This is an optimization exercise on Yosys and OpenROAD, whose aim is small area, not a production implementation.
In this exercise RTL edits were held to simulation tests only and were not proved equivalent to the original.
Power figures rest on the tool's default switching activity, not on a simulated workload.

==> flow/design.v (excerpt) <==
module wb_retire_unit #(
  parameter int DATA_W = 64,
  parameter int DEPTH  = 8,
  localparam int TAG_W = $clog2(DEPTH),
  localparam int OW    = TAG_W + 1
) (
  input  logic              clk,
  input  logic              rst_n,
  input  logic              flush,
  input  logic [1:0]        alloc_req,
  output logic              alloc_ready,
  output logic [TAG_W-1:0]  alloc_tag0,
  output logic [TAG_W-1:0]  alloc_tag1,
  input  logic              comp_valid1,
  input  logic [TAG_W-1:0]  comp_tag1,
  input  logic              comp_wr1,
  input  logic [4:0]        comp_rd1,
  input  logic [DATA_W-1:0] comp_data1,
  input  logic              comp_valid2,
  input  logic [TAG_W-1:0]  comp_tag2,
  input  logic              comp_wr2,
  input  logic [4:0]        comp_rd2,
  input  logic [DATA_W-1:0] comp_data2,
  output logic              wen1,
  output logic              wen2,
  output logic [4:0]        rd_addr1,
  output logic [4:0]        rd_addr2,
  output logic [DATA_W-1:0] write_data1,
  output logic [DATA_W-1:0] write_data2,
  output logic [1:0]        retire_cnt,
  output logic              empty
);
Size: about 2300 cells after synthesis, ~600 flip-flops, about 300 I/O pins, roughly 0.026 mm2 of cells after synthesis.
export LEC_CHECK = 0
export CAP_MARGIN = 0
export CELL_PAD_IN_SITES_DETAIL_PLACEMENT = 1
export CELL_PAD_IN_SITES_GLOBAL_PLACEMENT = 1
export CORE_MARGIN = 2
export CORE_UTILIZATION = 50
export SLEW_MARGIN = 0
export SYNTH_HIERARCHICAL = 1
export SYNTH_MINIMUM_KEEP_SIZE = 0
create_clock -name core_clock -period 4.0 [get_ports {clk}]
standard.sh (not shown) runs the stock make flow with config.mk's settings and CLKGATE_MAP_FILE= SYNTH_SCRIPT=/design/flow/synth_recipe.tcl, a recipe that flattens the netlist after the stock synthesis.
==> flow/flow/run.sh <==
#!/bin/bash
# The standard layout (standard.sh, unchanged synthesis) with two changes:
#  - ports are buffered with sky130_fd_sc_hd__buf_1 instead of the default clkdlybuf4s50_1
#  - the clock tree uses a clkbuf_16 root, clkbuf_8 elsewhere, sink clusters of at most 14 and no
#    dummy loads
# The make output goes to flow_make.log here; ORFS's per-step logs stay under orfs/logs.
set -euo pipefail
cd "$(dirname "$0")/.."
export BUFFER_PORTS_ARGS="-buffer_cell sky130_fd_sc_hd__buf_1"
export CTS_ARGS="-sink_clustering_enable -repair_clock_nets -root_buf sky130_fd_sc_hd__clkbuf_16 -buf_list sky130_fd_sc_hd__clkbuf_8 -sink_clustering_size 14 -sink_clustering_max_diameter 50 -dont_use_dummy_load"
bash standard.sh finish > flow_make.log 2>&1
Change:
==> flow/flow/run.sh (replaced) <==
#!/bin/bash
# The standard layout (standard.sh, unchanged synthesis) with two changes:
#  - ports are buffered with sky130_fd_sc_hd__buf_1 instead of the default clkdlybuf4s50_1
#  - the clock tree uses a clkbuf_16 root, clkbuf_8 elsewhere, larger sink clusters and no
#    dummy loads
# The make output goes to flow_make.log here; ORFS's per-step logs stay under orfs/logs.
set -euo pipefail
cd "$(dirname "$0")/.."
export BUFFER_PORTS_ARGS="-buffer_cell sky130_fd_sc_hd__buf_1"
export CTS_ARGS="-sink_clustering_enable -repair_clock_nets -root_buf sky130_fd_sc_hd__clkbuf_16 -buf_list sky130_fd_sc_hd__clkbuf_8 -sink_clustering_size 20 -sink_clustering_max_diameter 60 -dont_use_dummy_load"
bash standard.sh finish > flow_make.log 2>&1
--- a/flow/config.mk
+++ b/flow/config.mk
@@ -7,8 +7,6 @@
 export LEC_CHECK = 0
 export CAP_MARGIN = 0
-export CELL_PAD_IN_SITES_DETAIL_PLACEMENT = 1
-export CELL_PAD_IN_SITES_GLOBAL_PLACEMENT = 1
 export CORE_MARGIN = 2
-export CORE_UTILIZATION = 50
+export CORE_UTILIZATION = 55
 export SLEW_MARGIN = 0
 export SYNTH_HIERARCHICAL = 1
Outcome:
- The changed run completed without violations
- fmax climbs by 0.92%
- routed wire length went down by 7.8%
- cell count went down by 3.1%
- clock-buffer cell count decreases by 21
- synthesized area is unchanged
- design area falls by 1.9%
- sequential cell count does not change
- hold slack gains 0.023 ns
- setup slack gains 0.036 ns
- total power shrinks by 5.1%


wb_retire_unit, a different RTL version from the one above (not shown whole).
Size in the first run: about 2300 cells after synthesis, ~600 flip-flops, roughly 300 I/O pins.
export LEC_CHECK = 0
export CAP_MARGIN = 0
export CELL_PAD_IN_SITES_DETAIL_PLACEMENT = 1
export CELL_PAD_IN_SITES_GLOBAL_PLACEMENT = 1
export CORE_MARGIN = 2
export CORE_UTILIZATION = 50
export SLEW_MARGIN = 0
export SYNTH_HIERARCHICAL = 1
export SYNTH_MINIMUM_KEEP_SIZE = 0
create_clock -name core_clock -period 4.0 [get_ports {clk}]
==> flow/flow/run.sh <==
#!/bin/bash
# The standard layout (standard.sh, unchanged synthesis) with two changes:
#  - ports are buffered with sky130_fd_sc_hd__buf_1 instead of the default clkdlybuf4s50_1
#  - the clock tree uses a clkbuf_16 root, clkbuf_8 elsewhere, sink clusters of at most 16 and no
#    dummy loads
# The make output goes to flow_make.log here; ORFS's per-step logs stay under orfs/logs.
set -euo pipefail
cd "$(dirname "$0")/.."
export BUFFER_PORTS_ARGS="-buffer_cell sky130_fd_sc_hd__buf_1"
export CTS_ARGS="-sink_clustering_enable -repair_clock_nets -root_buf sky130_fd_sc_hd__clkbuf_16 -buf_list sky130_fd_sc_hd__clkbuf_8 -sink_clustering_size 16 -sink_clustering_max_diameter 50 -dont_use_dummy_load"
bash standard.sh finish > flow_make.log 2>&1
Change:
- CELL_PAD_IN_SITES_DETAIL_PLACEMENT: 1 -> default
- CELL_PAD_IN_SITES_GLOBAL_PLACEMENT: 1 -> default
- CORE_UTILIZATION: 50 -> 55
What happened:
- The changed run completed with no timing, DRC or antenna violations
- synthesized cell count does not change
- synthesized area does not change
- routed wire length drops by 6.4%
- sequential share of layout area stays flat
- final area is about the same
- worst hold slack gains 0.013 ns
- global-route usage climbs by 0.71 points
- fmax climbs by 3.8%
- non-clock buffer count climbs by 8
- die area drops by about 9%

-- separate check: timing with driven ports --
The results above use ideal ports. As a check the final layouts listed here were re-extracted and re-timed, cells and wires unchanged.
Step 1 (the two cells are an assumption about what drives the block):
set clk [get_ports {clk}]
set_driving_cell -lib_cell sky130_fd_sc_hd__clkbuf_16 $clk
set_driving_cell -lib_cell sky130_fd_sc_hd__buf_2 [delete_from_list [all_inputs] $clk]
Step 2, shift: input delay + t, output delay - t, t = (earliest + latest rising clock arrival at the registers) / 2. This alone moves slack from input paths to output paths.
Slacks: ideal / step 1 / step 2; pairs: ideal / step 1.
| run | shift t [ns] | setup WS [ns] | hold WS [ns] | worst data-port slew with drivers (ns) | pins driven straight from the clock port |
|---|---|---|---|---|---|
| the first run of note 1 | 0.629 | 0.067 / 0.005 / 0.634 | 0.200 / 0.162 / 0.390 | 0.13 | 1 |
| the second run of note 1 | 0.629 | 0.103 / 0.034 / 0.664 | 0.223 / 0.176 / 0.400 | 0.10 | 1 |
| the first run of note 2 | 0.651 | 0.055 / -0.007 / 0.643 | 0.172 / 0.136 / 0.390 | 0.12 | 1 |
| the second run of note 2 | 0.636 | 0.198 / 0.135 / 0.771 | 0.185 / 0.145 / 0.390 | 0.10 | 1 |
After both steps setup and hold are still met in every run listed.
